This is an optimization exercise on Yosys and OpenROAD, whose aim is small area and a short achievable clock period, not a production implementation.
At most, simulation tests tie the RTL to the original design; equivalence was not proved.
For runs 1 to 3, only the layout was checked, not whether the RTL still works.
Power figures rest on the tool's default switching activity, not on a simulated workload.

File: flow/constraint.sdc
create_clock -name core_clock -period 11.0 [get_ports {clk}]
set_input_delay 2.2000 -clock core_clock [delete_from_list [all_inputs] [get_ports {clk}]]
set_output_delay 2.2000 -clock core_clock [all_outputs]
set_load 0.01 [all_outputs]
File: flow/standard.sh
#!/bin/bash
# synth_recipe.tcl (not shown) runs the flow's synth.tcl, then flattens the netlist and writes it again
# the make line also repeats each setting of config.mk as NAME=value (left out here)
make -C /OpenROAD-flow-scripts/flow DESIGN_CONFIG=/design/flow/config.mk WORK_HOME=/design/flow/orfs CLKGATE_MAP_FILE= SYNTH_SCRIPT=/design/flow/synth_recipe.tcl "${@:-finish}"
File: flow/config.mk
export PLATFORM = sky130hd
export DESIGN_NAME = pulse_sched_gen
export DESIGN_NICKNAME = pulse_sched_gen
export VERILOG_FILES = /design/flow/design.v
export SDC_FILE = /design/flow/constraint.sdc
export NUM_CORES = 4
export LEC_CHECK = 0
export CAP_MARGIN = 20
export CORE_MARGIN = 2
export CORE_UTILIZATION = 40
export SLEW_MARGIN = 20
File: flow/flow/run.sh
#!/bin/bash
# The standard layout (standard.sh, with its standard synthesis), with extra ORFS settings:
# plain buf_1 cells as the port buffers, and a setup margin that makes timing repair aim for
# more slack than the clock period needs. The clock period and constraints are unchanged.
set -euo pipefail
bash standard.sh finish SETUP_SLACK_MARGIN=7.25 CTS_CLUSTER_SIZE=24 CTS_CLUSTER_DIAMETER=100 CORE_UTILIZATION=60 "BUFFER_PORTS_ARGS=-buffer_cell sky130_fd_sc_hd__buf_1" > standard.log 2>&1
File: flow/design.v
module pulse_sched_gen #(
  parameter int TW        = 32,
  parameter int QW        = 16,
  parameter int NTEMP     = 3,
  parameter int PULSE_LEN = 4,
  parameter int TNC_GAP   = 8
)(
  input  logic                  clk,
  input  logic                  rst,
  input  logic                  tick_1us,
  input  logic                  sync_in,
  input  logic                  load,
  input  logic                  en_cal,
  input  logic                  en_noise,
  input  logic [3:0]            n_temp,
  input  logic [15:0]           cal_dly,
  input  logic [TW-1:0]         dt_cal,
  input  logic [TW-1:0]         dt_noise,
  input  logic [NTEMP*TW-1:0]   p_ni,
  input  logic [NTEMP*TW-1:0]   p_ii,
  input  logic [NTEMP*TW-1:0]   p_np,
  input  logic [NTEMP*TW-1:0]   p_ip,
  input  logic [NTEMP*QW-1:0]   qit,
  output logic                  tni,
  output logic                  tki,
  output logic                  tnp,
  output logic                  tkp,
  output logic                  tobm,
  output logic                  tnc,
  output logic                  i_izl,
  output logic                  i_get,
  output logic                  error,
  output logic                  busy,
  output logic [3:0]            cur_train,
  output logic [TW-1:0]         time_now
);
  localparam int CW = $clog2(PULSE_LEN);
  localparam int NP = NTEMP + 2;           
  logic [2:0] s_tk, s_sy, s_ld;
  logic tk_r, sy_r, ld_r, tkv;
  logic st_start, st_arm, st_run, st_endw;    
  logic [NP-1:0] en_v;                        
  logic [15:0] sh_cal_dly;
  logic [TW-1:0] sh_dt_cal, sh_dt_noise;
  logic [NTEMP*TW-1:0] sh_ni, sh_ii, sh_np, sh_ip;
  logic [NTEMP*QW-1:0] sh_qit;
  logic [NP:0] ps, ps_first, ps_next, ps_arm;  
  logic [QW-1:0] rep1, q_cur;                 
  logic done;                                 
  logic [1:0] ct;                             
  logic [3:0][TW-1:0] ofs;                    
  logic [TW-1:0] el;                          
  logic [TW-1:0] pa, pb, pc, pd;
  logic [TW-1:0] s2, c2, s3, c3, n1, n2, n3;
  logic [4:0] act, pend, fire;
  logic [4:0][CW-1:0] cnt;
  logic [3:0] m;
  assign tk_r = s_tk[1] & ~s_tk[2];
  assign sy_r = s_sy[1] & ~s_sy[2];
  assign ld_r = s_ld[1] & ~s_ld[2];
  assign tkv  = tk_r & ~sy_r;
  always_comb begin
    ps_first = '0;
    ps_first[NP] = 1'b1;
    for (int p = NP - 1; p >= 0; p--)
      if (en_v[p]) begin
        ps_first = '0;
        ps_first[p] = 1'b1;
      end
  end
  always_comb begin
    logic seen;
    ps_next = '0;
    seen = 1'b0;
    for (int p = 0; p < NP; p++) begin
      if (seen && en_v[p] && ps_next == '0) ps_next[p] = 1'b1;
      if (ps[p]) seen = 1'b1;
    end
    if (ps_next == '0) ps_next[NP] = 1'b1;
  end
  always_comb begin
    logic [QW-1:0] q;
    q = (ps[0] | ps[1]) ? QW'(1) : '0;
    for (int k = 0; k < NTEMP; k++)
      q = q | ({QW{ps[k+2] & ld_r}} & qit[k*QW +: QW]) | ({QW{ps[k+2] & ~ld_r}} & sh_qit[k*QW +: QW]);
    q_cur = q;
  end
  assign ps_arm = st_start ? ps_first : done ? ps_next : ps;
  always_comb begin
    logic [TW-1:0] a, b, c, d;
    logic [NP-1:0] si, ss;
    si = ps_arm[NP-1:0] & {NP{ld_r}};
    ss = ps_arm[NP-1:0] & {NP{~ld_r}};
    a = ps_arm[NP] ? TW'(TNC_GAP) : '0;
    b = '0;
    c = ({TW{si[0] | si[1]}} & TW'(cal_dly)) | ({TW{ss[0] | ss[1]}} & TW'(sh_cal_dly));
    d = ({TW{si[0]}} & dt_cal) | ({TW{ss[0]}} & sh_dt_cal) |
        ({TW{si[1]}} & dt_noise) | ({TW{ss[1]}} & sh_dt_noise);
    for (int k = 0; k < NTEMP; k++) begin
      a = a | ({TW{si[k+2]}} & p_ni[k*TW +: TW]) | ({TW{ss[k+2]}} & sh_ni[k*TW +: TW]);
      b = b | ({TW{si[k+2]}} & p_ii[k*TW +: TW]) | ({TW{ss[k+2]}} & sh_ii[k*TW +: TW]);
      c = c | ({TW{si[k+2]}} & p_np[k*TW +: TW]) | ({TW{ss[k+2]}} & sh_np[k*TW +: TW]);
      d = d | ({TW{si[k+2]}} & p_ip[k*TW +: TW]) | ({TW{ss[k+2]}} & sh_ip[k*TW +: TW]);
    end
    pa = a;
    pb = b;
    pc = c;
    pd = d;
  end
  assign s2 = ofs[0] ^ ofs[1] ^ ofs[2];
  assign c2 = {(ofs[0][TW-2:0] & ofs[1][TW-2:0]) | (ofs[0][TW-2:0] & ofs[2][TW-2:0]) |
               (ofs[1][TW-2:0] & ofs[2][TW-2:0]), 1'b0};
  assign s3 = s2 ^ c2 ^ ofs[3];
  assign c3 = {(s2[TW-2:0] & c2[TW-2:0]) | (s2[TW-2:0] & ofs[3][TW-2:0]) |
               (c2[TW-2:0] & ofs[3][TW-2:0]), 1'b0};
  assign n1 = ofs[0] + ofs[1];
  assign n2 = s2 + c2;
  assign n3 = s3 + c3;
  for (genvar i = 0; i < 4; i++) begin : g_m
    assign m[i] = el == ofs[i];
  end
  assign fire[0] = tkv & pend[0] & m[0];
  assign fire[1] = tkv & pend[1] & m[1];
  assign fire[2] = tkv & pend[2] & m[2];
  assign fire[3] = tkv & pend[3] & m[3];
  assign fire[4] = tkv & pend[4] & m[0];
  always_ff @(posedge clk or posedge rst)
    if (rst) begin
      s_tk <= '0;
      s_sy <= '0;
      s_ld <= '0;
      en_v <= '0;
      done <= 1'b0;
    end else begin
      s_tk <= {s_tk[1:0], tick_1us};
      s_sy <= {s_sy[1:0], sync_in};
      s_ld <= {s_ld[1:0], load};
      if (ld_r) begin
        en_v[0] <= en_cal;
        en_v[1] <= en_noise;
        for (int k = 0; k < NTEMP; k++) en_v[k+2] <= (n_temp > 4'(k)) && (qit[k*QW +: QW] != '0);
      end
      done <= rep1 >= q_cur;
    end
  always_ff @(posedge clk)
    if (ld_r) begin
      sh_cal_dly <= cal_dly;
      sh_dt_cal <= dt_cal;
      sh_dt_noise <= dt_noise;
      sh_ni <= p_ni;
      sh_ii <= p_ii;
      sh_np <= p_np;
      sh_ip <= p_ip;
      sh_qit <= qit;
    end
  always_ff @(posedge clk) begin
    if (!sy_r) begin
      if (st_start || (st_run && fire[3])) begin
        ofs <= {pd, pc, pb, pa};
        ps <= ps_arm;
      end
      if (st_arm) begin
        ofs[1] <= n1;
        ofs[2] <= n2;
        ofs[3] <= n3;
      end
      if (st_start) begin
        rep1 <= QW'(1);
        el <= tk_r ? TW'(2) : TW'(1);
      end else if (st_run && fire[3]) begin
        rep1 <= done ? QW'(1) : rep1 + QW'(1);
        el <= TW'(1);
      end else if (tk_r) el <= el + TW'(1);
    end
    for (int i = 0; i < 5; i++)
      if (fire[i]) cnt[i] <= CW'(PULSE_LEN - 1);
      else if (tk_r && act[i]) cnt[i] <= cnt[i] - CW'(1);
  end
  always_ff @(posedge clk or posedge rst)
    if (rst) begin
      st_start <= 1'b0;
      st_arm <= 1'b0;
      st_run <= 1'b0;
      st_endw <= 1'b0;
      busy <= 1'b0;
      ct <= '0;
      time_now <= '0;
      act <= '0;
      pend <= '0;
      i_izl <= 1'b0;
      i_get <= 1'b0;
      error <= 1'b0;
    end else begin
      error <= ((fire[0] && i_get) || (fire[2] && i_izl)) ? 1'b1 : ld_r ? 1'b0 : error;
      if (sy_r) begin
        time_now <= '0;
        st_start <= 1'b1;
        st_arm <= 1'b0;
        st_run <= 1'b0;
        st_endw <= 1'b0;
        busy <= 1'b1;
        ct <= '0;
        pend <= '0;
        act <= '0;
        i_izl <= 1'b0;
        i_get <= 1'b0;
      end else begin
        if (tk_r) time_now <= time_now + TW'(1);
        for (int i = 0; i < 5; i++)
          if (fire[i]) act[i] <= 1'b1;
          else if (tk_r && cnt[i] == '0) act[i] <= 1'b0;
        i_izl <= fire[1] ? 1'b0 : fire[0] ? 1'b1 : i_izl;
        i_get <= fire[3] ? 1'b0 : fire[2] ? 1'b1 : i_get;
        pend <= pend & ~fire;
        st_start <= st_endw & fire[4];
        st_arm <= st_start | (st_run & fire[3]);
        st_run <= (st_arm & ~ps[NP]) | (st_run & ~fire[3]);
        st_endw <= (st_arm & ps[NP]) | (st_endw & ~fire[4]);
        if (st_arm) pend <= ps[NP] ? 5'b10000 : (ps[0] | ps[1]) ? 5'b01100 : 5'b01111;
        if (st_start || (st_run && fire[3]))
          ct <= {ps_arm[4], ps_arm[3]} & {2{st_start | st_run}};
        else
          ct <= {ps[4], ps[3]} & {2{(st_arm & ~ps[NP]) | st_run}};
      end
    end
  assign tni = act[0];
  assign tki = act[1];
  assign tnp = act[2];
  assign tkp = act[3];
  assign tobm = act[3];
  assign tnc = act[4];
  assign cur_train = {2'b00, ct};
endmodule
==> summary.md, run 1 <==
| Metric | Value |
|---|---|
| Synth async-reset ratio | `under 10%` |
| Worst hold margin | `between 0.3 and 0.4 ns` |
| Count of standard-cell rows | `95` |
| Endpoints failing hold | `0` |
| RSZ-0062 raised after global routing | `true` |
| P_leak | `about 17 nW` |
| DR pass1 iterations | `12` |
| Endpoint class of the critical path | `flop` |
| Most repeated library cell on the critical path | `a21o_1` |
| Part of the cycle the worst path needs | `between 30% and 40%` |
| Number of vias after detailed routing | `33600` |
| Power Density | `roughly 190 nW/um^2` |
| Max-Cap Viols | `0` |
| Number of buffers added on ports | `approximately 570` |
| Number of synthesized register bits | `about 770` |
| Wire length of the first global-routing pass | `between 200 and 250 mm` |
| Antenna violations before repair | `31` |
| Post-DR vias/cell | `~6.7` |
| Time the final worst path needs with I/O delays and setup | `between 4 and 5 ns` |
| Count of synthesis-stage warnings from yosys | `1` |
| Remaining max-slew budget at the tightest pin | `approximately 28%` |
| Highest fanout seen on the critical path | `4` |
| Largest stage delay on the critical path | `between 0.5 and 0.6 ns` |
| Vias in the first global route | `about 32000` |
| Residual overflow from global routing | `0` |
| Kind of cell adding the most delay to the critical path | `adder cells` |
| Count of buffering cells on the critical path with inverters included | `1` |
| Hold Path Class | `reg2reg` |
| Largest net degree at the start of global routing | `around 170` |
| Arr. time, crit path | `approximately 4.7 ns` |
| Total CTS buffers | `41` |
| DRC violations left | `0` |
| Cell at the root of the clock tree | `clkbuf_16` |
| Fraction of the yosys area taken by sequential cells | `between 50 and 60%` |
| Clock skew | `~0.036 ns` |
| Layout Cells excl Fill | `slightly above 5000` |
| Critical Path Slowest Stage Cell | `fa_1` |
| Source-to-sink clock delay at the later pin of the worst-skew pair | `0.64 ns` |
| CTS tree | `built` |
| Design area | `46500 um^2` |
| Initial standard-cell utilization of the core | `between 60 and 70%` |
| Max clock buf depth | `3` |
| Least-Margin Pin Slew | `approximately 1.1 ns` |
| Wire length per cell after detailed routing | `27.8 um` |
| Multi-input gate area in the final layout | `17600 um^2` |
| Finished Core Util | `roughly 69%` |
| Critical Path Start Type | `flop` |
| WP data required | `around 11 ns` |
| Cell-by-cell trace of the critical path | `fa_1, fa_1, ha_4, a21o_1, a21o_1, a21o_1, a21o_1, nor3_1, a221o_2, buf_6, nor3_4, or4_1, and3_1` |
| Layout cells sized above 1 | `around 8.6%` |
| Starting DRT DRC Count | `~5100` |
| Num Clock Sinks | `between 700 and 800` |
| Outcome | `timing/DRC/antenna clean` |
| Class of the most critical setup path | `reg2reg` |
| Boundary pin count | `roughly 570` |
| Clock transition at the registers of the reported paths | `~0.10 ns` |
| Vert. Die Dim | `around 260 um` |
| EDFF count, synth | `between 600 and 700` |
| Sum of negative setup slack | `0 ns` |
| Cell count after placement | `roughly 4800` |
| Number of library cell types mapped by synthesis | `between 90 and 100` |
| Last weighted congestion value of the routability-driven placer | `between 1 and 1.5` |
| Htree depth | `2` |
| Area of the die | `about 70000 um^2` |
| Achievable frequency | `235 MHz` |
| Number of max-slew violations in the final report | `0` |
| DIE WIDTH | `roughly 260 um` |
| Post-placement cell area | `43600 um^2` |
| Net total in the final layout | `roughly 4800` |
| Reg area | `about 23000 um^2` |
| Total Routing Usage GR | `between 30% and 40%` |
| Maximum vdd ir drop | `0.146 mV` |
| Wire length after detailed routing | `140 mm` |
| Number of hold-repair buffers added at the cts stage | `0` |
| Final setup fails | `0` |
| Core area | `around 67000 um^2` |
| Instance count of the mapped netlist | `3600` |
| Cell area after technology mapping | `roughly 40000 um^2` |
| Predominant post-synthesis flop cell | `edfxtp_1` |
| Remaining antenna violation count after routing | `0` |
| Fillers | `between 5000 and 6000` |
| Mapped Avg Cell Area | `around 11 um^2` |
| Post-detailed-placement half-perimeter wirelength | `101 mm` |
| Layout overhead on the synthesized area | `13.8%` |
-- logic make-up (layout without fill, tap and decap cells) --
| family | after synthesis | count (layout) | share of synthesized area, % |
|---|---|---|---|
| compound gates | 920 | 920 | 15.1 |
| fa+ha+maj | 180 | 180 | 6.69 |
| other cells | 1 | 27 | 0.00918 |
| buf+inv | 318 | 856 | 3.23 |
| xor+xnor | 276 | 276 | 5.92 |
| mux | 74 | 74 | 1.82 |
| flops | 771 | 771 | 55.6 |
| simple gates | 1060 | 1061 | 11.6 |
-- cell type report --
class                      instances  area share, %
sequential                       771           48.9
inverter                          83          0.743
clock inverter                     8          0.269
timing repair inverter             1         0.0188
clock buffer                      58           2.39
tap                              873           2.35
timing repair buffer             706           7.37
antenna                           25          0.135
multi-input combinational       2513           37.9
-- cells in the mapped netlist, drive strengths merged (54+ instances only) --
master | number | area share [%]
nor2 | 172 | 1.6
a21o | 54 | 0.99
xnor2 | 94 | 2.0
nand3 | 62 | 0.77
a222oi | 96 | 2.4
buf | 87 | 1.1
clkbuf | 148 | 1.4
xor2 | 182 | 3.9
inv | 82 | 0.75
mux2i | 72 | 1.8
a221oi | 70 | 1.5
ha | 116 | 3.6
nor4 | 95 | 1.5
dfrtp | 67 | 4.1
edfxtp | 694 | 51
nand2 | 573 | 5.3
o21ai | 122 | 1.5
fa | 64 | 3.1
a21oi | 375 | 4.6
-- where the power goes --
| group | switching, mW | internal (mW) |
|---|---|---|
| combinational | 2.02 | 1.39 |
| sequential | 0.174 | 3.43 |
| clock | 1.01 | 0.735 |
| total | 3.21 | 5.55 |
-- registers in the layout, summed over array words and instances, names as in the netlist, 6 cells and up --
name / count
sh_dt_cal: 32
el: 32
time_now: 32
ps: 6
sh_ip: 96
sh_dt_noise: 32
sh_np: 96
ofs: 128
rep1: 16
sh_ii: 96
sh_cal_dly: 16
cnt: 10
sh_ni: 96
sh_qit: 48
-- per-stage QoR --
| stage | setup WS, ns | total power [mW] |
|---|---|---|
| 3_3_place_gp | 5.97 | 6.30 |
| 2_1_floorplan | 7.01 | 5.47 |
| 4_1_cts | 6.80 | 8.38 |
| 3_5_place_dp | 5.74 | 6.37 |
| 5_1_grt | 6.57 | 9.06 |
| 6_report | 6.75 | 8.75 |
-- what timing repair did --
action                                 CTS  global route
pin swaps                               67            72
buffers inserted                        68            28
cloned                                   3             1
setup endpoints to repair              404           225
resized for setup                       94            92
endpoints found under the hold margin    0             0
-- cell usage in the layout (no fill, tap or decap), types with 72 or more instances in the layout --
cell	Yosys	routed
a21oi_1	373	354
a222oi_1	96	96
buf_1	22	563
buf_4	7	109
edfxtp_1	694	694
ha_1	116	103
mux2i_1	72	72
nand2_1	573	568
nor2_1	169	164
nor4_1	92	83
o21ai_0	93	83
xnor2_1	94	89
xor2_1	182	178
-- per-layer routing --
layer	track usage (%)	wire length [um]	up-vias
met5	0	126	-
li1	-	-	14500
met2	61.1	65500	2148
met4	15.6	6860	20
met3	8.28	15000	384
met1	52.1	52800	16500
-- path summary, 6_finish.rpt --
kind                          from       end  slack (ns)  depth (start not counted)
max                        ofs[47]  ofs[121]        6.75                         13
min                        s_sy[0]   s_sy[1]        0.37                          0
max reg2reg                ofs[47]  ofs[121]        6.75                         13
min reg2reg                s_sy[0]   s_sy[1]        0.37                          0
max in group asynchronous      rst  st_start        8.38                          3
min in group asynchronous      rst   en_v[4]        1.85                          3
==> inputs of run 2 (changes only) <==
--- a/flow/design.v
+++ b/flow/design.v
@@ -51,7 +51,14 @@
   logic [3:0][TW-1:0] ofs;                    
   logic [TW-1:0] el;                          
   logic [TW-1:0] pa, pb, pc, pd;
-  logic [TW-1:0] s2, c2, s3, c3, n1, n2, n3;
+  localparam int HW = TW / 2;
+  logic [HW-1:0] a_l, b_l, c_l, d_l, a_h, b_h, c_h, d_h;
+  logic [HW+1:0] l1, l2, l3;                  
+  logic [HW-1:0] x2, y2, x3, y3;              
+  logic [HW-1:0] h1, h2, h3;                  
+  logic [1:0] co1, co2, co3;                  
+  logic [3:1] hz, hz_n;                       
+  logic arm_d;                                
   logic [4:0] act, pend, fire;
   logic [4:0][CW-1:0] cnt;
   logic [3:0] m;
@@ -107,17 +114,59 @@
     pc = c;
     pd = d;
   end
-  assign s2 = ofs[0] ^ ofs[1] ^ ofs[2];
-  assign c2 = {(ofs[0][TW-2:0] & ofs[1][TW-2:0]) | (ofs[0][TW-2:0] & ofs[2][TW-2:0]) |
-               (ofs[1][TW-2:0] & ofs[2][TW-2:0]), 1'b0};
-  assign s3 = s2 ^ c2 ^ ofs[3];
-  assign c3 = {(s2[TW-2:0] & c2[TW-2:0]) | (s2[TW-2:0] & ofs[3][TW-2:0]) |
-               (c2[TW-2:0] & ofs[3][TW-2:0]), 1'b0};
-  assign n1 = ofs[0] + ofs[1];
-  assign n2 = s2 + c2;
-  assign n3 = s3 + c3;
-  for (genvar i = 0; i < 4; i++) begin : g_m
-    assign m[i] = el == ofs[i];
+  assign {a_h, a_l} = ofs[0];
+  assign {b_h, b_l} = ofs[1];
+  assign {c_h, c_l} = ofs[2];
+  assign {d_h, d_l} = ofs[3];
+  always_comb begin
+    logic [HW+1:0] ea, eb, ec, ed, s, c, t, u;
+    ea = (HW+2)'(a_l);
+    eb = (HW+2)'(b_l);
+    ec = (HW+2)'(c_l);
+    ed = (HW+2)'(d_l);
+    l1 = ea + eb;
+    s = ea ^ eb ^ ec;
+    c = {(ea[HW:0] & eb[HW:0]) | (ea[HW:0] & ec[HW:0]) | (eb[HW:0] & ec[HW:0]), 1'b0};
+    l2 = s + c;
+    t = s ^ c ^ ed;
+    u = {(s[HW:0] & c[HW:0]) | (s[HW:0] & ed[HW:0]) | (c[HW:0] & ed[HW:0]), 1'b0};
+    l3 = t + u;
+  end
+  always_comb begin
+    logic [HW-1:0] s, c;
+    s = a_h ^ b_h ^ c_h;
+    c = {(a_h[HW-2:0] & b_h[HW-2:0]) | (a_h[HW-2:0] & c_h[HW-2:0]) | (b_h[HW-2:0] & c_h[HW-2:0]), 1'b0};
+    x2 = s;
+    y2 = c;
+    x3 = s ^ c ^ d_h;
+    y3 = {(s[HW-2:0] & c[HW-2:0]) | (s[HW-2:0] & d_h[HW-2:0]) | (c[HW-2:0] & d_h[HW-2:0]), 1'b0};
+  end
+  assign h1 = a_h + b_h + HW'(co1);
+  assign h2 = x2 + y2 + HW'(co2);
+  assign h3 = x3 + y3 + HW'(co3);
+  function automatic logic zc1(input logic [HW-1:0] x, input logic [HW-1:0] y, input logic ci);
+    logic r;
+    r = (x[0] ^ y[0]) == ci;
+    for (int i = 1; i < HW; i++) r = r & ((x[i] ^ y[i]) == (x[i-1] | y[i-1]));
+    zc1 = r;
+  endfunction
+  function automatic logic zc3(input logic [HW-1:0] x, input logic [HW-1:0] y, input logic [1:0] ci);
+    logic za, zb;
+    za = (x[1] ^ y[1]) == x[0];
+    zb = (x[1] ^ y[1]) != x[0];
+    for (int i = 2; i < HW; i++) begin
+      za = za & ((x[i] ^ y[i]) == (x[i-1] | y[i-1]));
+      zb = zb & ((x[i] ^ y[i]) != (x[i-1] & y[i-1]));
+    end
+    zc3 = (x[0] == ci[0]) & (ci[1] ? zb : za);
+  endfunction
+  assign hz_n[1] = zc1(a_h, b_h, l1[HW]);
+  assign hz_n[2] = zc3(x2, y2, l2[HW+1:HW]);
+  assign hz_n[3] = zc3(x3, y3, l3[HW+1:HW]);
+  assign m[0] = el == ofs[0];
+  for (genvar i = 1; i < 4; i++) begin : g_m
+    assign m[i] = (el[HW-1:0] == ofs[i][HW-1:0]) &&
+                  (arm_d ? hz[i] : (el[TW-1:HW] == ofs[i][TW-1:HW]));
   end
   assign fire[0] = tkv & pend[0] & m[0];
   assign fire[1] = tkv & pend[1] & m[1];
@@ -131,6 +180,7 @@
       s_ld <= '0;
       en_v <= '0;
       done <= 1'b0;
+      arm_d <= 1'b0;
     end else begin
       s_tk <= {s_tk[1:0], tick_1us};
       s_sy <= {s_sy[1:0], sync_in};
@@ -141,6 +191,7 @@
         for (int k = 0; k < NTEMP; k++) en_v[k+2] <= (n_temp > 4'(k)) && (qit[k*QW +: QW] != '0);
       end
       done <= rep1 >= q_cur;
+      arm_d <= st_arm & ~sy_r;
     end
   always_ff @(posedge clk)
     if (ld_r) begin
@@ -160,9 +211,18 @@
         ps <= ps_arm;
       end
       if (st_arm) begin
-        ofs[1] <= n1;
-        ofs[2] <= n2;
-        ofs[3] <= n3;
+        ofs[1][HW-1:0] <= l1[HW-1:0];
+        ofs[2][HW-1:0] <= l2[HW-1:0];
+        ofs[3][HW-1:0] <= l3[HW-1:0];
+        co1 <= {1'b0, l1[HW]};
+        co2 <= l2[HW+1:HW];
+        co3 <= l3[HW+1:HW];
+        hz <= hz_n;
+      end
+      if (arm_d && !(st_start || (st_run && fire[3]))) begin
+        ofs[1][TW-1:HW] <= h1;
+        ofs[2][TW-1:HW] <= h2;
+        ofs[3][TW-1:HW] <= h3;
       end
       if (st_start) begin
         rep1 <= QW'(1);
==> flow/flow/run.sh (replaced) <==
#!/bin/bash
# The standard layout (standard.sh, with its standard synthesis), with extra ORFS settings:
# plain buf_1 cells as the port buffers, and a setup margin that makes timing repair aim for
# more slack than the clock period needs. The clock period and constraints are unchanged.
set -euo pipefail
bash standard.sh finish SETUP_SLACK_MARGIN=7.25 CTS_CLUSTER_SIZE=24 CTS_CLUSTER_DIAMETER=100 CORE_UTILIZATION=55 "BUFFER_PORTS_ARGS=-buffer_cell sky130_fd_sc_hd__buf_1" > standard.log 2>&1
==> run 2 against run 1 <==
- critical path type unchanged
- critical path depth is 5 higher
- combinational power is 5% lower
- utilization is 6.6 points lower
- sequential power is 1% higher
- clock skew is 0.0068 ns lower
- sequential share of layout area is 0.29 points higher
- first-iteration DRC count is 23% lower
- still clean on timing, DRC and antenna
- flip-flop and latch count is 9 higher
==> summary.md, run 2 <==
| Metric | Value |
|---|---|
| Outcome | `timing/DRC/antenna clean` |
| Compound-cell area share of the yosys netlist | `15.3% (+0.16 points)` |
| Highest-count cells in the layout ignoring fill and taps | `edfxtp_1 (702), buf_1 (566), nand2_1 (365)` |
| Core area | `74800 um^2 (+11%)` |
| Internal reg-to-reg setup slack | `6.88 ns (+0.13 ns)` |
| Residual overflow from global routing | `0 (unchanged)` |
| Reg area | `23000 um^2 (+1.2%)` |
| Finished Core Util | `62.5% (-6.6 points)` |
| Achievable frequency | `242 MHz (+3.1%)` |
| Least-Margin Pin Slew | `1.08 ns (+0.0123 ns)` |
| Instance count of the mapped netlist | `3508 (-2.6%)` |
| Top cells by area in the synthesized netlist | `edfxtp_1 (51%), ha_1 (5.6%), xor2_1 (4.4%)` |
| Endpoint with the worst hold slack | `s_sy[1]` |
| Largest net degree at the start of global routing | `168 (unchanged)` |
| Starting DRT DRC Count | `3919 (-23%)` |
| Vert. Die Dim | `279 um (+5.5%)` |
| P_leak | `16.9 nW (+0.65%)` |
| DRC violations left | `0 (unchanged)` |
| Cell at the root of the clock tree | `clkbuf_16` |
| Largest family of logic cells by synthesized area | `compound AO/OA/AOI/OAI gates` |
| Synth async-reset ratio | `8.72% (+0.028 points)` |
| Layout cells sized above 1 | `6.46% (-2.2 points)` |
| CTS tree | `built` |
| Cell area after technology mapping | `41700 um^2 (+2.1%)` |
| Net total in the final layout | `4769 (-1.1%)` |
| Number of synthesized register bits | `780 (+1.2%)` |
| Mapped Avg Cell Area | `11.9 um^2 (+4.8%)` |
| Source-to-sink clock delay at the later pin of the worst-skew pair | `0.62 ns (-0.02 ns)` |
| Endpoints failing hold | `0 (unchanged)` |
| DIE WIDTH | `279 um (+5.5%)` |
| Number of library cell types mapped by synthesis | `72 (-23%)` |
| Post-DR vias/cell | `6.43 (-3.4%)` |
| DR pass1 iterations | `11 (-1)` |
| Post-synth top cells | `edfxtp_1 (702), nand2_1 (368), a21oi_1 (235)` |
| Remaining antenna violation count after routing | `0 (unchanged)` |
| Number of cells traversed by the worst hold path | `0 (unchanged)` |
| WP data required | `11.36 ns (-0.04 ns)` |
| Most numerous cell in the Yosys netlist | `edfxtp_1` |
| Power Density | `183 nW/um^2 (-2.8%)` |
| Max-Cap Viols | `0 (unchanged)` |
| Post-synthesis share of cell area spent on xor and xnor gates | `6.89% (+0.97 points)` |
| Initial standard-cell utilization of the core | `55.7% (-5.0 points)` |
| Cell count of the worst reg-to-reg path | `18 (+5)` |
| Critical Path Start Type | `flop` |
| Htree depth | `2 (unchanged)` |
| Endpoint class of the critical path | `flop` |
| Multi-input gate area in the final layout | `17800 um^2 (+1.0%)` |
| Time the final worst path needs with I/O delays and setup | `4.12 ns (-0.130 ns)` |
| Num Clock Sinks | `780 (+1.2%)` |
| Register with the highest flop count | `ofs` |
| Max clock buf depth | `3 (unchanged)` |
| Critical R2R Launch | `ofs[49]` |
| Part of the cycle the worst path needs | `37.5% (-1.2 points)` |
| Class of the most critical setup path | `reg2reg` |
| Wire length of the first global-routing pass | `200 mm (-0.65%)` |
| Clock skew | `0.0295 ns (-0.00678 ns)` |
| Worst hold margin | `0.354 ns (-0.0158 ns)` |
| Area share of and/or/nand/nor cells after synthesis | `9.37% (-2.2 points)` |
| Layout overhead on the synthesized area | `12.1%` |
| Hold Path Class | `reg2reg` |
| Arr. time, crit path | `4.48 ns (-0.17 ns)` |
| RSZ-0062 raised after global routing | `true` |
| Number of flip-flops in the largest register | `128 (unchanged)` |
| Antenna violations before repair | `43 (+39%)` |
| Wire length per cell after detailed routing | `27.2 um (-2.4%)` |
| Highest fanout seen on the critical path | `3 (-1)` |
| Total CTS buffers | `39 (-4.9%)` |
| Post-place setup slack | `6.49 ns (+0.756 ns)` |
| Vias in the first global route | `31600 (-0.62%)` |
| Clock transition at the registers of the reported paths | `0.10 ns (about the same)` |
| EDFF count, synth | `702 (+1.2%)` |
| Boundary pin count | `569 (unchanged)` |
| Final setup fails | `0 (unchanged)` |
| Post-synth top area share | `50.5% (-0.48 points)` |
| Fraction of the yosys area taken by sequential cells | `55.1% (-0.51 points)` |
| Multiplexer share of the synthesized area | `0.852% (-0.97 points)` |
| Total Routing Usage GR | `34.0% (-4.5 points)` |
| Post-detailed-placement half-perimeter wirelength | `97.7 mm (-3.2%)` |
| Remaining max-slew budget at the tightest pin | `28.1% (-0.34 points)` |
| First element of the critical path | `ofs[49]` |
| Capturing point of the worst reg2reg path | `ofs[127]` |
| Synthesized-area fraction occupied by adder cells | `8.95% (+2.3 points)` |
| Critical hold path startpoint | `s_sy[0]` |
| Number of buffers added on ports | `566 (unchanged)` |
| Wire length after detailed routing | `136 mm (-3.0%)` |
| Last weighted congestion value of the routability-driven placer | `0.982 (-3.1%)` |
| Predominant post-synthesis flop cell | `edfxtp_1` |
| Cell type with the largest total area after synthesis | `edfxtp_1` |
| Min setup slack post-route | `6.88 ns (+0.130 ns)` |
| Count of standard-cell rows | `100 (+5.3%)` |
| Count of synthesis-stage warnings from yosys | `1 (unchanged)` |
| Number of vias after detailed routing | `32200 (-4.0%)` |
| Area of the die | `78100 um^2 (+11%)` |
| Sum of negative setup slack | `0 ns (unchanged)` |
| Most common library cell in the layout ignoring fill and taps | `edfxtp_1` |
| Fillers | `6109 (+22%)` |
| Number of max-slew violations in the final report | `0 (unchanged)` |
| Maximum vdd ir drop | `0.140 mV (-4.4%)` |
==> run 2: final cells by class <==
class | instances | area share [%]
inverters | 150 | 1.23
multi-input cells | 2359 | 38.0
diodes | 30 | 0.161
clock buffers | 53 | 2.31
flip-flops and latches | 780 | 49.2
clock inverters | 7 | 0.145
well taps | 969 | 2.59
repair buffers | 659 | 6.38
==> run 2: worst max-delay path by stage <==
stage                     endpoint  depth (start not counted)  slack [ns]
after detailed placement      done                         18        6.49
after global placement        done                         18        6.53
after floorplan               done                         14        6.95
after CTS                 ofs[121]                         16        6.90
after global routing      ofs[127]                         18        6.70
final                     ofs[127]                         18        6.88
==> run 2: metal layers <==
metal  vias to the layer above  share of wire [%]  wire length [um]  track usage, %
li1                      14300                  -                 -               -
met1                     16100                 40             54400            46.6
met2                      1588                 48             65500            55.4
met3                       246                8.2             11100            5.49
met4                        32                3.5              4800            11.7
met5                         -               0.17               234               0
==> run 2: stage by stage <==
stage / total power, mW / area [um^2] / cells
3_3_place_gp: 6.60 / 44600 / 4864
2_1_floorplan: 5.68 / 41800 / 3509
6_report: 8.55 / 46800 / 5007
3_5_place_dp: 6.64 / 44600 / 4864
5_1_grt: 8.97 / 46700 / 5003
4_1_cts: 8.42 / 46200 / 4945
==> run 2: logic make-up (layout without fill, tap and decap cells) <==
| family | Yosys count | in the layout |
|---|---|---|
| DFF | 780 | 780 |
| adders and majority gates | 257 | 257 |
| xor gates and xnor gates | 328 | 328 |
| buffers and inverters | 370 | 869 |
| muxes | 35 | 35 |
| AOI/OAI and AO/OA | 875 | 875 |
| and+or+nand+nor | 862 | 862 |
| other | 1 | 32 |
==> run 2: repair_timing <==
item | in CTS | in global routing
hold buffers | 0 | 0
setup endpoints to repair | 193 | 122
resized for setup | 59 | 59
pin swaps | 35 | 45
setup buffers | 21 | 30
==> run 2: critical path: stages, from the launching register on <==
cell and delay (ns):
edfxtp_1 0.43, fa_2 0.53, fa_1 0.60, inv_2 0.06
fa_2 0.42, inv_2 0.09, ha_4 0.14, inv_2 0.04
fa_2 0.36, nor2b_2 0.13, o21ai_2 0.08, a21oi_2 0.19
buf_4 0.15, o2111ai_4 0.11, a21boi_2 0.16, o21a_1 0.14
nor2_1 0.04, xnor2_1 0.13, a21oi_1 0.08
==> run 2: power by group <==
part	internal [mW]	leakage (nW)	switching, mW	total [mW]
sequential	3.47	7.58	0.173	3.64
combinational	1.30	8.79	1.95	3.25
clock	0.703	0.560	0.962	1.66
total	5.47	16.9	3.09	8.55
==> inputs of run 3 (changes only) <==
==> flow/flow/run.sh (replaced) <==
#!/bin/bash
# The standard layout (standard.sh, with its standard synthesis), with extra ORFS settings:
# plain buf_1 cells as the port buffers, and a setup margin that makes timing repair aim for
# more slack than the clock period needs. The clock period and constraints are unchanged.
set -euo pipefail
bash standard.sh finish SETUP_SLACK_MARGIN=7.5 CTS_CLUSTER_SIZE=24 CTS_CLUSTER_DIAMETER=100 CORE_UTILIZATION=55 "BUFFER_PORTS_ARGS=-buffer_cell sky130_fd_sc_hd__buf_1" > standard.log 2>&1
==> run 3 against run 2 <==
- critical path depth fell by 3
- non-clock buffer count rose by 78
- combinational power rose by 7.7%
- sequential share of layout area fell by 1.0 points
- clock power rose by 4%
- power rose by 3.5%
- cell area rose by 2.2%
- via count rose by 1.9%
- synthesized cell count did not move
==> summary.md, run 3 <==
| Metric | Value |
|---|---|
| Outcome | `timing/DRC/antenna clean` |
| Top cells by area in the synthesized netlist | `edfxtp_1 (51%), ha_1 (5.6%), xor2_1 (4.4%)` |
| Clock transition at the registers of the reported paths | `0.10 ns (about the same)` |
| DR pass1 iterations | `10 (-1)` |
| Endpoint class of the critical path | `flop` |
| Number of buffers added on ports | `566 (unchanged)` |
| Post-synth top area share | `50.5% (unchanged)` |
| Cell count after placement | `4869 (+0.10%)` |
| Last weighted congestion value of the routability-driven placer | `0.976 (-0.52%)` |
| Final setup fails | `0 (unchanged)` |
| Vias in the first global route | `32000 (+1.1%)` |
| EDFF count, synth | `702 (unchanged)` |
| Core area | `74800 um^2 (unchanged)` |
| Class of the most critical setup path | `reg2reg` |
| Most common library cell in the layout ignoring fill and taps | `edfxtp_1` |
| Cell area after technology mapping | `41700 um^2 (unchanged)` |
| DIE WIDTH | `279 um (unchanged)` |
| Design area | `47800 um^2 (+2.2%)` |
| RSZ-0062 raised after global routing | `true` |
| Least-Margin Pin Slew | `1.11 ns (+0.0343 ns)` |
| Register with the highest flop count | `ofs` |
| Mapped Avg Cell Area | `11.9 um^2 (unchanged)` |
| Max clock buf depth | `3 (unchanged)` |
| Residual overflow from global routing | `0 (unchanged)` |
| Total Power | `8.86 mW (+3.5%)` |
| Wire length after detailed routing | `142 mm (+4.1%)` |
| Starting DRT DRC Count | `3913 (-0.15%)` |
| Num Clock Sinks | `780 (unchanged)` |
| Max-Cap Viols | `0 (unchanged)` |
| Boundary pin count | `569 (unchanged)` |
| Number of synthesized register bits | `780 (unchanged)` |
| Htree depth | `2 (unchanged)` |
| Hold Path Class | `reg2reg` |
| Post-synth top cells | `edfxtp_1 (702), nand2_1 (368), a21oi_1 (235)` |
| Part of the cycle the worst path needs | `38.3% (+0.77 points)` |
| Critical Path Start Type | `flop` |
| Fraction of the yosys area taken by sequential cells | `55.1% (unchanged)` |
| Min setup slack post-route | `6.79 ns (-0.0851 ns)` |
| Endpoints failing hold | `0 (unchanged)` |
| Number of vias after detailed routing | `32800 (+1.9%)` |
| Power Density | `185 nW/um^2 (+1.3%)` |
| Wire length per cell after detailed routing | `27.8 um (+2.2%)` |
| Maximum vdd ir drop | `0.129 mV (-7.5%)` |
| Post-DR vias/cell | `6.44 (about the same)` |
| Antenna violations before repair | `44 (+2.3%)` |
| Layout Cells excl Fill | `5098 (+1.8%)` |
| Net total in the final layout | `4854 (+1.8%)` |
| Synth async-reset ratio | `8.72% (unchanged)` |
| Layout overhead on the synthesized area | `14.5%` |
| Achievable frequency | `238 MHz (-2.0%)` |
| Post-detailed-placement half-perimeter wirelength | `100 mm (+2.8%)` |
| Post-placement cell area | `44700 um^2 (about the same)` |
| Clock skew | `0.0308 ns (+0.00127 ns)` |
| Sum of negative setup slack | `0 ns (unchanged)` |
| Remaining antenna violation count after routing | `0 (unchanged)` |
| Initial standard-cell utilization of the core | `55.7% (unchanged)` |
| Vert. Die Dim | `279 um (unchanged)` |
| P_leak | `17.5 nW (+3.1%)` |
| WP data required | `11.31 ns (-0.05 ns)` |
| Remaining max-slew budget at the tightest pin | `25.8% (-2.3 points)` |
| Number of flip-flops in the largest register | `128 (unchanged)` |
| Highest-count cells in the layout ignoring fill and taps | `edfxtp_1 (702), buf_1 (564), nand2_1 (366)` |
| Total Routing Usage GR | `35.2% (+1.2 points)` |
| Post-place setup slack | `6.15 ns (-0.346 ns)` |
| Count of standard-cell rows | `100 (unchanged)` |
| Cell at the root of the clock tree | `clkbuf_16` |
| Cell type with the largest total area after synthesis | `edfxtp_1` |
| Fillers | `6028 (-1.3%)` |
| Instance count of the mapped netlist | `3508 (unchanged)` |
| Number of library cell types mapped by synthesis | `72 (unchanged)` |
| Layout cells sized above 1 | `9.50% (+3.0 points)` |
| Most numerous cell in the Yosys netlist | `edfxtp_1` |
| CTS tree | `built` |
| Total CTS buffers | `41 (+5.1%)` |
| Highest fanout seen on the critical path | `2 (-1)` |
| Count of synthesis-stage warnings from yosys | `1 (unchanged)` |
| Time the final worst path needs with I/O delays and setup | `4.21 ns (+0.0851 ns)` |
| Largest net degree at the start of global routing | `146 (-13%)` |
| Source-to-sink clock delay at the later pin of the worst-skew pair | `0.62 ns (about the same)` |
| Area of the die | `78100 um^2 (unchanged)` |
| DRC violations left | `0 (unchanged)` |
| Predominant post-synthesis flop cell | `edfxtp_1` |
| Arr. time, crit path | `4.52 ns (+0.04 ns)` |
| Number of max-slew violations in the final report | `0 (unchanged)` |
| Wire length of the first global-routing pass | `206 mm (+3.2%)` |
## run 3: critical path: stages, from the launching register on
cell	delay (ns)
edfxtp_1	0.47
fa_2	0.57
fa_1	0.62
inv_2	0.07
fa_2	0.53
inv_2	0.04
ha_4	0.15
a21o_1	0.16
a21o_1	0.19
a211oi_2	0.22
o21bai_1	0.11
a21oi_2	0.23
o31ai_4	0.09
buf_4	0.16
a41oi_2	0.17
a31oi_4	0.14
## run 3: stage by stage
step	hold slack (ns)	utilization, %
6_report	0.378	63.8
5_1_grt	0.379	63.8
4_1_cts	0.377	62.5
3_5_place_dp	0.356	59.7
3_3_place_gp	0.334	59.7
2_1_floorplan	0.331	-
## run 3: worst paths after layout
kind / startpoint / cells past startpoint / slack, ns / endpoint
setup / recovery: ofs[49] / 15 / 6.79 / ofs[126]
hold / removal: s_tk[0] / 0 / 0.38 / s_tk[1]
setup reg to reg: ofs[49] / 15 / 6.79 / ofs[126]
hold reg to reg: s_tk[0] / 0 / 0.38 / s_tk[1]
max in group asynchronous: rst / 3 / 8.37 / st_arm
min in group asynchronous: rst / 3 / 1.88 / time_now[25]
## run 3: kinds of logic (layout without fill, tap and decap cells)
kind of cell,after synthesis,in the layout,share of synthesized area [%]
xor gates and xnor gates,328,328,6.89
other,1,35,0.00899
DFF,780,780,55.1
muxes,35,35,0.852
buffers and inverters,370,953,3.56
and+or+nand+nor,862,866,9.37
AOI/OAI and AO/OA,875,875,15.3
adders and majority gates,257,257,8.95
## run 3: final cells by class
type	instances	area, um^2	area share (%)
antenna	33	82.6	0.173
multi-input combinational	2363	18100	37.8
tap	969	1210	2.54
timing repair buffer	737	3600	7.54
inverter	150	594	1.24
sequential	780	23000	48.1
clock inverter	10	118	0.246
clock buffer	55	1090	2.28
timing repair inverter	1	8.76	0.0183
## run 3: power breakdown
group	internal [mW]	leakage, nW	total, mW	switching [mW]
Combinational	1.45	9.29	3.50	2.05
Clock	0.722	0.586	1.72	1.00
Sequential	3.47	7.57	3.64	0.170
## run 3: routing by layer
layer | part of all wire, % | up-vias | global-route usage, %
met5 | 0.11 | - | 0
met4 | 3.9 | 24 | 12.0
met3 | 8.9 | 283 | 6.29
met2 | 47 | 1780 | 56.8
met1 | 40 | 16300 | 48.3
li1 | - | 14400 | -
## run 3: timing repair
action	CTS	global route
buffers inserted	54	70
gates cloned	6	1
pin swaps	57	63
hold endpoints to repair	0	0
resized for setup	97	90
endpoints found under the setup margin	311	165
hold buffers	0	0
==> inputs of run 4 (changes only) <==
--- a/flow/design.v
+++ b/flow/design.v
@@ -38,6 +38,7 @@
   localparam int NP = NTEMP + 2;           
   logic [2:0] s_tk, s_sy, s_ld;
   logic tk_r, sy_r, ld_r, tkv;
+  logic ld_s;                                 
   logic st_start, st_arm, st_run, st_endw;    
   logic [NP-1:0] en_v;                        
   logic [15:0] sh_cal_dly;
@@ -52,11 +53,12 @@
   logic [TW-1:0] el;                          
   logic [TW-1:0] pa, pb, pc, pd;
   localparam int HW = TW / 2;
-  logic [HW-1:0] a_l, b_l, c_l, d_l, a_h, b_h, c_h, d_h;
-  logic [HW+1:0] l1, l2, l3;                  
-  logic [HW-1:0] x2, y2, x3, y3;              
+  logic [TW-1:0] s2, c2, s3, c3;              
+  logic [HW:0] l1, l2, l3;                    
+  logic [HW-1:0] a_h, b_h, c_h, d_h, x2, y2, x3, y3;  
   logic [HW-1:0] h1, h2, h3;                  
-  logic [1:0] co1, co2, co3;                  
+  logic k2, k3;                               
+  logic [3:1] co;                             
   logic [3:1] hz, hz_n;                       
   logic arm_d;                                
   logic [4:0] act, pend, fire;
@@ -89,15 +91,15 @@
     logic [QW-1:0] q;
     q = (ps[0] | ps[1]) ? QW'(1) : '0;
     for (int k = 0; k < NTEMP; k++)
-      q = q | ({QW{ps[k+2] & ld_r}} & qit[k*QW +: QW]) | ({QW{ps[k+2] & ~ld_r}} & sh_qit[k*QW +: QW]);
+      q = q | ({QW{ps[k+2] & ld_s}} & qit[k*QW +: QW]) | ({QW{ps[k+2] & ~ld_s}} & sh_qit[k*QW +: QW]);
     q_cur = q;
   end
   assign ps_arm = st_start ? ps_first : done ? ps_next : ps;
   always_comb begin
     logic [TW-1:0] a, b, c, d;
     logic [NP-1:0] si, ss;
-    si = ps_arm[NP-1:0] & {NP{ld_r}};
-    ss = ps_arm[NP-1:0] & {NP{~ld_r}};
+    si = ps_arm[NP-1:0] & {NP{ld_s}};
+    ss = ps_arm[NP-1:0] & {NP{~ld_s}};
     a = ps_arm[NP] ? TW'(TNC_GAP) : '0;
     b = '0;
     c = ({TW{si[0] | si[1]}} & TW'(cal_dly)) | ({TW{ss[0] | ss[1]}} & TW'(sh_cal_dly));
@@ -114,55 +116,48 @@
     pc = c;
     pd = d;
   end
-  assign {a_h, a_l} = ofs[0];
-  assign {b_h, b_l} = ofs[1];
-  assign {c_h, c_l} = ofs[2];
-  assign {d_h, d_l} = ofs[3];
-  always_comb begin
-    logic [HW+1:0] ea, eb, ec, ed, s, c, t, u;
-    ea = (HW+2)'(a_l);
-    eb = (HW+2)'(b_l);
-    ec = (HW+2)'(c_l);
-    ed = (HW+2)'(d_l);
-    l1 = ea + eb;
-    s = ea ^ eb ^ ec;
-    c = {(ea[HW:0] & eb[HW:0]) | (ea[HW:0] & ec[HW:0]) | (eb[HW:0] & ec[HW:0]), 1'b0};
-    l2 = s + c;
-    t = s ^ c ^ ed;
-    u = {(s[HW:0] & c[HW:0]) | (s[HW:0] & ed[HW:0]) | (c[HW:0] & ed[HW:0]), 1'b0};
-    l3 = t + u;
-  end
+  assign s2 = ofs[0] ^ ofs[1] ^ ofs[2];
+  assign c2 = {(ofs[0][TW-2:0] & ofs[1][TW-2:0]) | (ofs[0][TW-2:0] & ofs[2][TW-2:0]) |
+               (ofs[1][TW-2:0] & ofs[2][TW-2:0]), 1'b0};
+  assign s3 = s2 ^ c2 ^ ofs[3];
+  assign c3 = {(s2[TW-2:0] & c2[TW-2:0]) | (s2[TW-2:0] & ofs[3][TW-2:0]) |
+               (c2[TW-2:0] & ofs[3][TW-2:0]), 1'b0};
+  assign l1 = {1'b0, ofs[0][HW-1:0]} + {1'b0, ofs[1][HW-1:0]};
+  assign l2 = {1'b0, s2[HW-1:0]} + {1'b0, c2[HW-1:0]};
+  assign l3 = {1'b0, s3[HW-1:0]} + {1'b0, c3[HW-1:0]};
+  assign a_h = ofs[0][TW-1:HW];
+  assign b_h = ofs[1][TW-1:HW];
+  assign c_h = ofs[2][TW-1:HW];
+  assign d_h = ofs[3][TW-1:HW];
   always_comb begin
     logic [HW-1:0] s, c;
     s = a_h ^ b_h ^ c_h;
-    c = {(a_h[HW-2:0] & b_h[HW-2:0]) | (a_h[HW-2:0] & c_h[HW-2:0]) | (b_h[HW-2:0] & c_h[HW-2:0]), 1'b0};
+    c = {(a_h[HW-2:0] & b_h[HW-2:0]) | (a_h[HW-2:0] & c_h[HW-2:0]) | (b_h[HW-2:0] & c_h[HW-2:0]),
+         arm_d ? k2 : c2[HW]};
     x2 = s;
     y2 = c;
     x3 = s ^ c ^ d_h;
-    y3 = {(s[HW-2:0] & c[HW-2:0]) | (s[HW-2:0] & d_h[HW-2:0]) | (c[HW-2:0] & d_h[HW-2:0]), 1'b0};
-  end
-  assign h1 = a_h + b_h + HW'(co1);
-  assign h2 = x2 + y2 + HW'(co2);
-  assign h3 = x3 + y3 + HW'(co3);
-  function automatic logic zc1(input logic [HW-1:0] x, input logic [HW-1:0] y, input logic ci);
+    y3 = {(s[HW-2:0] & c[HW-2:0]) | (s[HW-2:0] & d_h[HW-2:0]) | (c[HW-2:0] & d_h[HW-2:0]),
+          arm_d ? k3 : c3[HW]};
+  end
+  function automatic logic [HW-1:0] addc(input logic [HW-1:0] x, input logic [HW-1:0] y,
+                                         input logic ci);
+    logic [HW:0] t;
+    t = {x, ci} + {y, ci};
+    addc = t[HW:1];
+  endfunction
+  assign h1 = addc(a_h, b_h, co[1]);
+  assign h2 = addc(x2, y2, co[2]);
+  assign h3 = addc(x3, y3, co[3]);
+  function automatic logic zc(input logic [HW-1:0] x, input logic [HW-1:0] y, input logic ci);
     logic r;
     r = (x[0] ^ y[0]) == ci;
     for (int i = 1; i < HW; i++) r = r & ((x[i] ^ y[i]) == (x[i-1] | y[i-1]));
-    zc1 = r;
+    zc = r;
   endfunction
-  function automatic logic zc3(input logic [HW-1:0] x, input logic [HW-1:0] y, input logic [1:0] ci);
-    logic za, zb;
-    za = (x[1] ^ y[1]) == x[0];
-    zb = (x[1] ^ y[1]) != x[0];
-    for (int i = 2; i < HW; i++) begin
-      za = za & ((x[i] ^ y[i]) == (x[i-1] | y[i-1]));
-      zb = zb & ((x[i] ^ y[i]) != (x[i-1] & y[i-1]));
-    end
-    zc3 = (x[0] == ci[0]) & (ci[1] ? zb : za);
-  endfunction
-  assign hz_n[1] = zc1(a_h, b_h, l1[HW]);
-  assign hz_n[2] = zc3(x2, y2, l2[HW+1:HW]);
-  assign hz_n[3] = zc3(x3, y3, l3[HW+1:HW]);
+  assign hz_n[1] = zc(a_h, b_h, l1[HW]);
+  assign hz_n[2] = zc(x2, y2, l2[HW]);
+  assign hz_n[3] = zc(x3, y3, l3[HW]);
   assign m[0] = el == ofs[0];
   for (genvar i = 1; i < 4; i++) begin : g_m
     assign m[i] = (el[HW-1:0] == ofs[i][HW-1:0]) &&
@@ -179,12 +174,14 @@
       s_sy <= '0;
       s_ld <= '0;
       en_v <= '0;
+      ld_s <= 1'b0;
       done <= 1'b0;
       arm_d <= 1'b0;
     end else begin
       s_tk <= {s_tk[1:0], tick_1us};
       s_sy <= {s_sy[1:0], sync_in};
       s_ld <= {s_ld[1:0], load};
+      ld_s <= s_ld[0] & ~s_ld[1];
       if (ld_r) begin
         en_v[0] <= en_cal;
         en_v[1] <= en_noise;
@@ -214,9 +211,9 @@
         ofs[1][HW-1:0] <= l1[HW-1:0];
         ofs[2][HW-1:0] <= l2[HW-1:0];
         ofs[3][HW-1:0] <= l3[HW-1:0];
-        co1 <= {1'b0, l1[HW]};
-        co2 <= l2[HW+1:HW];
-        co3 <= l3[HW+1:HW];
+        co <= {l3[HW], l2[HW], l1[HW]};
+        k2 <= c2[HW];
+        k3 <= c3[HW];
         hz <= hz_n;
       end
       if (arm_d && !(st_start || (st_run && fire[3]))) begin
==> flow/flow/run.sh (replaced) <==
#!/bin/bash
# The standard layout (standard.sh, with its standard synthesis), with extra ORFS settings:
# plain buf_1 cells as the port buffers, and a setup margin that makes timing repair aim for
# more slack than the clock period needs. The clock period and constraints are unchanged.
set -euo pipefail
bash standard.sh finish SETUP_SLACK_MARGIN=7.25 CTS_CLUSTER_SIZE=24 CTS_CLUSTER_DIAMETER=100 CORE_UTILIZATION=55 "BUFFER_PORTS_ARGS=-buffer_cell sky130_fd_sc_hd__buf_1" > standard.log 2>&1
==> run 4 against run 3 <==
- cell area shrank 1.5%
- still clean on timing, DRC and antenna
- count of clock-buffer cells in the layout increased by 5
- critical path type unchanged
- largest cell class unchanged
- die area up 0.82%
==> summary.md, run 4 <==
| Metric | Value |
|---|---|
| Register with the highest flop count | `ofs` |
| Number of buffers added on ports | `566 (unchanged)` |
| Multiplexer share of the synthesized area | `5.89% (+5.0 points)` |
| Instance count of the mapped netlist | `3412 (-2.7%)` |
| Critical Path Start Type | `flop` |
| Core area | `75800 um^2 (+1.3%)` |
| Cell-by-cell trace of the critical path | `buf_6, fa_2, mux2_4, fa_2, fa_2, a21oi_2, o21ai_2, a21oi_2, o211ai_1, a211o_1, a31oi_1, xor2_1, o21ai_1` |
| Number of vias after detailed routing | `31700 (-3.5%)` |
| Endpoint class of the critical path | `flop` |
| Total Power | `8.59 mW (-3.0%)` |
| Post-detailed-placement half-perimeter wirelength | `101 mm (+0.29%)` |
| Highest-count cells in the layout ignoring fill and taps | `edfxtp_1 (702), buf_1 (566), nand2_1 (197)` |
| Post-synth top cells | `edfxtp_1 (702), nand2_1 (198), nor2_1 (188)` |
| Remaining antenna violation count after routing | `0 (unchanged)` |
| CTS tree | `built` |
| Layout cells sized above 1 | `7.79% (-1.7 points)` |
| Routing usage on met2 | `54.3% (-2.5 points)` |
| Number of flip-flops in the largest register | `128 (unchanged)` |
| Compound-cell area share of the yosys netlist | `12.2% (-3.1 points)` |
| DIE WIDTH | `281 um (+0.41%)` |
| Post-placement cell area | `44800 um^2 (+0.32%)` |
| Last weighted congestion value of the routability-driven placer | `0.974 (-0.28%)` |
| Layout overhead on the synthesized area | `11.9%` |
| Maximum vdd ir drop | `0.133 mV (+2.6%)` |
| Num Clock Sinks | `781 (+0.13%)` |
| Hold Path Class | `reg2reg` |
| Most common library cell in the layout ignoring fill and taps | `edfxtp_1` |
| Number of synthesized register bits | `781 (+0.13%)` |
| M1 GR Usage | `47.8% (-0.57 points)` |
| Max-Cap Viols | `0 (unchanged)` |
| Cell count after placement | `4785 (-1.7%)` |
| Total CTS buffers | `40 (-2.4%)` |
| Area of the die | `78700 um^2 (+0.82%)` |
| Source-to-sink clock delay at the later pin of the worst-skew pair | `0.63 ns (about the same)` |
| Starting DRT DRC Count | `4030 (+3.0%)` |
| Power Density | `182 nW/um^2 (-1.6%)` |
| Fraction of the yosys area taken by sequential cells | `54.7% (-0.40 points)` |
| Highest fanout seen on the critical path | `3 (+1)` |
| Critical Path Slowest Stage Cell | `fa_2` |
| Vert. Die Dim | `281 um (+0.41%)` |
| DRC violations left | `0 (unchanged)` |
| Synth async-reset ratio | `8.83% (+0.12 points)` |
| Synthesized-area fraction occupied by adder cells | `7.98% (-0.97 points)` |
| Largest family of logic cells by synthesized area | `compound AO/OA/AOI/OAI gates` |
| Boundary pin count | `569 (unchanged)` |
| Kind of cell adding the most delay to the critical path | `adder cells` |
| DR pass1 iterations | `10 (unchanged)` |
| Cell count of the worst reg-to-reg path | `13 (-2)` |
| Post-place setup slack | `6.43 ns (+0.285 ns)` |
| Residual overflow from global routing | `0 (unchanged)` |
| Class of the most critical setup path | `reg2reg` |
| Count of buffering cells on the critical path with inverters included | `1 (-2)` |
| Initial standard-cell utilization of the core | `55.5% (-0.27 points)` |
| Top cells by area in the synthesized netlist | `edfxtp_1 (50%), ha_1 (4.8%), mux2i_1 (4.3%)` |
| WP data required | `11.38 ns (+0.07 ns)` |
| Predominant post-synthesis flop cell | `edfxtp_1` |
| Most repeated library cell on the critical path | `fa_2` |
| Number of max-slew violations in the final report | `0 (unchanged)` |
| Post-synthesis share of cell area spent on xor and xnor gates | `6.73% (-0.16 points)` |
| Count of standard-cell rows | `101 (+1.0%)` |
| Most numerous cell in the Yosys netlist | `edfxtp_1` |
| Total Routing Usage GR | `34.0% (-1.2 points)` |
| Area share of and/or/nand/nor cells after synthesis | `8.73% (-0.64 points)` |
| Most congested layer reported by global routing | `met2` |
| Wire length after detailed routing | `137 mm (-3.6%)` |
| Max clock buf depth | `3 (unchanged)` |
| Finished Core Util | `62.1% (-1.8 points)` |
| Fillers | `6140 (+1.9%)` |
| Post-synth top area share | `50.1% (-0.42 points)` |
| Largest net degree at the start of global routing | `158 (+8.2%)` |
| Post-DR vias/cell | `6.42 (-0.28%)` |
| Number of library cell types mapped by synthesis | `72 (unchanged)` |
| Arr. time, crit path | `4.21 ns (-0.31 ns)` |
| Clock transition at the registers of the reported paths | `0.10 ns (about the same)` |
| Number of cells traversed by the worst hold path | `0 (unchanged)` |
| Mapped Avg Cell Area | `12.3 um^2 (+3.7%)` |
| Cell at the root of the clock tree | `clkbuf_16` |
| Least-Margin Pin Slew | `1.16 ns (+0.0475 ns)` |
| Time the final worst path needs with I/O delays and setup | `3.83 ns (-0.378 ns)` |
| Cell type with the largest total area after synthesis | `edfxtp_1` |
| Largest stage delay on the critical path | `0.47 ns (-0.15 ns)` |
| Outcome | `timing/DRC/antenna clean` |
| Sum of negative setup slack | `0 ns (unchanged)` |
| Net total in the final layout | `4663 (-3.9%)` |
| Endpoints failing hold | `0 (unchanged)` |
| Htree depth | `2 (unchanged)` |
| Layout Cells excl Fill | `4934 (-3.2%)` |
| Remaining max-slew budget at the tightest pin | `22.8% (-3.0 points)` |
| Instance count on the critical path | `13 (-2)` |
| Cell area after technology mapping | `42100 um^2 (+0.84%)` |
| Count of synthesis-stage warnings from yosys | `1 (unchanged)` |
| Wire length of the first global-routing pass | `199 mm (-3.3%)` |
| P_leak | `16.6 nW (-4.7%)` |
| Worst hold margin | `0.355 ns (-0.0226 ns)` |
| RSZ-0062 raised after global routing | `true` |
| Antenna violations before repair | `36 (-18%)` |
| Met3 Usage GRT | `6.03% (-0.26 points)` |
| Achievable frequency | `261 MHz (+9.9%)` |
| Part of the cycle the worst path needs | `34.8% (-3.4 points)` |
| Design area | `47100 um^2 (-1.5%)` |
| Clock skew | `0.0373 ns (+0.00650 ns)` |
| Min setup slack post-route | `7.17 ns (+0.378 ns)` |
| Wire length per cell after detailed routing | `27.7 um (-0.36%)` |
| Final setup fails | `0 (unchanged)` |
| EDFF count, synth | `702 (unchanged)` |
| Vias in the first global route | `30800 (-3.8%)` |
run 4: cell type report:
type | instances | area, um^2 | area share [%]
sequential | 781 | 23000 | 48.9
multi-input combinational | 2253 | 17900 | 38.0
timing repair buffer | 660 | 2970 | 6.32
tap | 978 | 1220 | 2.60
clock buffer | 60 | 1080 | 2.29
inverter | 175 | 689 | 1.46
clock inverter | 10 | 174 | 0.370
antenna | 16 | 40.0 | 0.0851
timing repair inverter | 1 | 5.00 | 0.0106
run 4: cell families (layout without fill, tap and decap cells):
kind of cell             Yosys count  in the layout
AND/OR/NAND/NOR                  753            755
flip-flops                       781            781
buffers and inverters            381            906
AO/OA/AOI/OAI                    705            705
multiplexers                     240            240
XOR/XNOR                         323            323
adder cells (fa/ha/maj)          228            228
other                              1             18
run 4: what timing repair did:
item / in CTS / in global routing
resized for setup: 65 / 59
cloned: 3 / 0
pin swaps: 23 / 38
endpoints found under the setup margin: 533 / 319
buffers inserted: 22 / 38
hold buffers: 0 / 0
run 4: power by group:
part           internal [mW]  leakage [nW]  switching (mW)
combinational           1.30          8.45            1.89
clock                  0.752         0.595            1.01
sequential              3.47          7.59           0.176
total                   5.52          16.6            3.07
run 4: per-layer routing:
| metal | vias up | part of all wire [%] |
|---|---|---|
| met4 | 46 | 2.8 |
| met1 | 15900 | 41 |
| met3 | 222 | 8.7 |
| met5 | - | 0.22 |
| li1 | 14000 | - |
| met2 | 1546 | 47 |
run 4: worst paths after layout:
path	startpoint	endpoint	slack [ns]
max	ofs[15]	ofs[127]	7.17
min	s_tk[0]	s_tk[1]	0.36
max reg2reg	ofs[15]	ofs[127]	7.17
min reg2reg	s_tk[0]	s_tk[1]	0.36
max in group asynchronous	rst	ld_s	8.33
min in group asynchronous	rst	time_now[7]	1.88
==> inputs of run 5 (changes only) <==
==> flow/flow/run.sh (replaced) <==
#!/bin/bash
# The standard layout (standard.sh, with its standard synthesis), with extra ORFS settings:
# plain buf_1 cells as the port buffers, and a setup margin that makes timing repair aim for
# more slack than the clock period needs. The clock period and constraints are unchanged.
set -euo pipefail
bash standard.sh finish SETUP_SLACK_MARGIN=7.5 CTS_CLUSTER_SIZE=24 CTS_CLUSTER_DIAMETER=100 CORE_UTILIZATION=55 "BUFFER_PORTS_ARGS=-buffer_cell sky130_fd_sc_hd__buf_1" > standard.log 2>&1
==> run 5 against run 4 <==
- count of clock-buffer cells in the layout stayed put
- clock skew hardly changed
- clock power hardly changed
- die area stayed put
==> summary.md, run 5 <==
| Metric | Value |
|---|---|
| Total CTS buffers | `40 (unchanged)` |
| Time the final worst path needs with I/O delays and setup | `3.86 ns (+0.0288 ns)` |
| Residual overflow from global routing | `0 (unchanged)` |
| Number of library cell types mapped by synthesis | `72 (unchanged)` |
| Last weighted congestion value of the routability-driven placer | `0.974 (unchanged)` |
| Max-Cap Viols | `0 (unchanged)` |
| DR pass1 iterations | `11 (+1)` |
| DIE WIDTH | `281 um (unchanged)` |
| Number of cells traversed by the worst hold path | `0 (unchanged)` |
| Most common library cell in the layout ignoring fill and taps | `edfxtp_1` |
| Vias in the first global route | `31100 (+1.0%)` |
| Cell area after technology mapping | `42100 um^2 (unchanged)` |
| Cell type with the largest total area after synthesis | `edfxtp_1` |
| Core area | `75800 um^2 (unchanged)` |
| CTS tree | `built` |
| Highest-count cells in the layout ignoring fill and taps | `edfxtp_1 (702), buf_1 (565), nand2_1 (196)` |
| Net total in the final layout | `4723 (+1.3%)` |
| Max clock buf depth | `3 (unchanged)` |
| Outcome | `timing/DRC/antenna clean` |
| Wire length after detailed routing | `140 mm (+2.3%)` |
| Top cells by area in the synthesized netlist | `edfxtp_1 (50%), ha_1 (4.8%), mux2i_1 (4.3%)` |
| Wire length of the first global-routing pass | `201 mm (+1.1%)` |
| Vert. Die Dim | `281 um (unchanged)` |
| Count of standard-cell rows | `101 (unchanged)` |
| Post-DR vias/cell | `6.42 (about the same)` |
| Instance count of the mapped netlist | `3412 (unchanged)` |
| Synth async-reset ratio | `8.83% (unchanged)` |
| Layout overhead on the synthesized area | `14.2%` |
| Count of synthesis-stage warnings from yosys | `1 (unchanged)` |
| Source-to-sink clock delay at the later pin of the worst-skew pair | `0.64 ns (about the same)` |
| Endpoint class of the critical path | `flop` |
| Number of buffers added on ports | `566 (unchanged)` |
| Part of the cycle the worst path needs | `35.1% (+0.26 points)` |
| WP data required | `11.38 ns (about the same)` |
| Htree depth | `2 (unchanged)` |
| Cell count of the worst reg-to-reg path | `12 (-1)` |
| Fillers | `6049 (-1.5%)` |
| Critical hold path startpoint | `s_tk[0]` |
| Number of hold-repair buffers added at the cts stage | `0 (unchanged)` |
| Clock skew | `0.0374 ns (+0.000139 ns)` |
| Post-detailed-placement half-perimeter wirelength | `101 mm (unchanged)` |
| EDFF count, synth | `702 (unchanged)` |
| Wire length per cell after detailed routing | `28.0 um (+1.0%)` |
| Largest net degree at the start of global routing | `158 (unchanged)` |
| Hold Path Class | `reg2reg` |
| Cell at the root of the clock tree | `clkbuf_16` |
| Most numerous cell in the Yosys netlist | `edfxtp_1` |
| Post-place setup slack | `6.43 ns (unchanged)` |
| Class of the most critical setup path | `reg2reg` |
| Maximum vdd ir drop | `0.134 mV (+1.2%)` |
| Final setup fails | `0 (unchanged)` |
| Number of vias after detailed routing | `32100 (+1.3%)` |
| Min setup slack post-route | `7.14 ns (-0.0288 ns)` |
| Critical Path Start Type | `flop` |
| Power Density | `184 nW/um^2 (+0.67%)` |
| Number of flip-flops in the largest register | `128 (unchanged)` |
| Internal reg-to-reg setup slack | `7.14 ns (-0.03 ns)` |
| Fraction of the yosys area taken by sequential cells | `54.7% (unchanged)` |
| Layout cells sized above 1 | `10.5% (+2.7 points)` |
| DRC violations left | `0 (unchanged)` |
| Number of max-slew violations in the final report | `0 (unchanged)` |
| Starting DRT DRC Count | `4100 (+1.7%)` |
| Boundary pin count | `569 (unchanged)` |
| Least-Margin Pin Slew | `1.15 ns (-0.00519 ns)` |
| Number of synthesized register bits | `781 (unchanged)` |
| Multi-input gate area in the final layout | `18200 um^2 (+1.7%)` |
| Critical R2R Launch | `ofs[15]` |
| Remaining antenna violation count after routing | `0 (unchanged)` |
| Register with the highest flop count | `ofs` |
| Worst hold margin | `0.355 ns (-0.0000460 ns)` |
| Area of the die | `78700 um^2 (unchanged)` |
-- run 5: through the flow --
step | instances | instance area (um^2) | util (%)
6_report | 4996 | 48000 | 63.4
5_1_grt | 4990 | 48000 | 63.3
2_1_floorplan | 3413 | 42100 | -
3_3_place_gp | 4785 | 44800 | 59.1
4_1_cts | 4906 | 47000 | 62.0
3_5_place_dp | 4785 | 44800 | 59.1
-- run 5: kinds of logic after synthesis --
logic type | synth area share [%]
compound gates | 12.2
xor+xnor | 6.73
fa+ha+maj | 7.98
buf+inv | 3.81
flops | 54.7
mux | 5.89
other cells | 0.00892
simple gates | 8.73
-- run 5: final cells by class --
| cell class | instances | share of cell area, % |
|---|---|---|
| antenna | 18 | 0.0938 |
| clock buffer | 60 | 2.24 |
| clock inverter | 10 | 0.362 |
| inverter | 175 | 1.45 |
| multi-input combinational | 2253 | 37.8 |
| sequential | 781 | 47.9 |
| tap | 978 | 2.55 |
| timing repair buffer | 720 | 7.57 |
| timing repair inverter | 1 | 0.0104 |
-- run 5: worst max-delay path by stage --
stage,cells after the start,start,to,slack (ns)
6_report,12,ofs[15],ofs[127],7.14
5_1_grt,14,ofs[15],ofs[120],7.09
4_1_cts,12,ofs[15],ofs[127],7.12
3_5_place_dp,11,st_start,ofs[95],6.43
3_3_place_gp,11,st_start,ofs[51],6.51
2_1_floorplan,3,s_ld[1],sh_cal_dly[0],2.30
-- run 5: routing by layer --
| layer | track usage [%] | vias to the layer above | routed length (um) |
|---|---|---|---|
| met5 | 0 | - | 282 |
| met4 | 9.74 | 42 | 3900 |
| met3 | 6.40 | 233 | 12400 |
| met2 | 54.8 | 1598 | 66100 |
| met1 | 48.1 | 16100 | 57000 |
| li1 | - | 14100 | - |
-- run 5: critical path, cell delays in order (launching register included) --
cell and delay [ns]:
edfxtp_1 0.54, fa_2 0.42, mux2_4 0.32, fa_2 0.46, fa_2 0.38, a21oi_2 0.18
o21ai_2 0.08, a21oi_2 0.20, o211ai_1 0.24, a211o_1 0.34, a31oi_1 0.17, xor2_1 0.21
o21ai_1 0.07
-- run 5: report_power, final --
group	switching, mW	internal, mW	total [mW]
Sequential	0.170	3.47	3.64
Clock	1.00	0.752	1.76
Combinational	1.99	1.43	3.43
Total	3.17	5.66	8.82
-- run 5: what timing repair did --
action,in CTS,in global routing
cloned,4,5
setup buffers,47,67
gates resized for setup,125,92
pin swaps,52,54
endpoints found under the setup margin,554,400

Re-timed with assumed drivers on the ports (clkbuf_16 on the clock, buf_2 on other inputs), run 5 has 7.140 ns of setup slack against 7.140 ns with ideal ports, and 6.661 ns once port delays also move by the mid clock arrival of 0.690 ns.
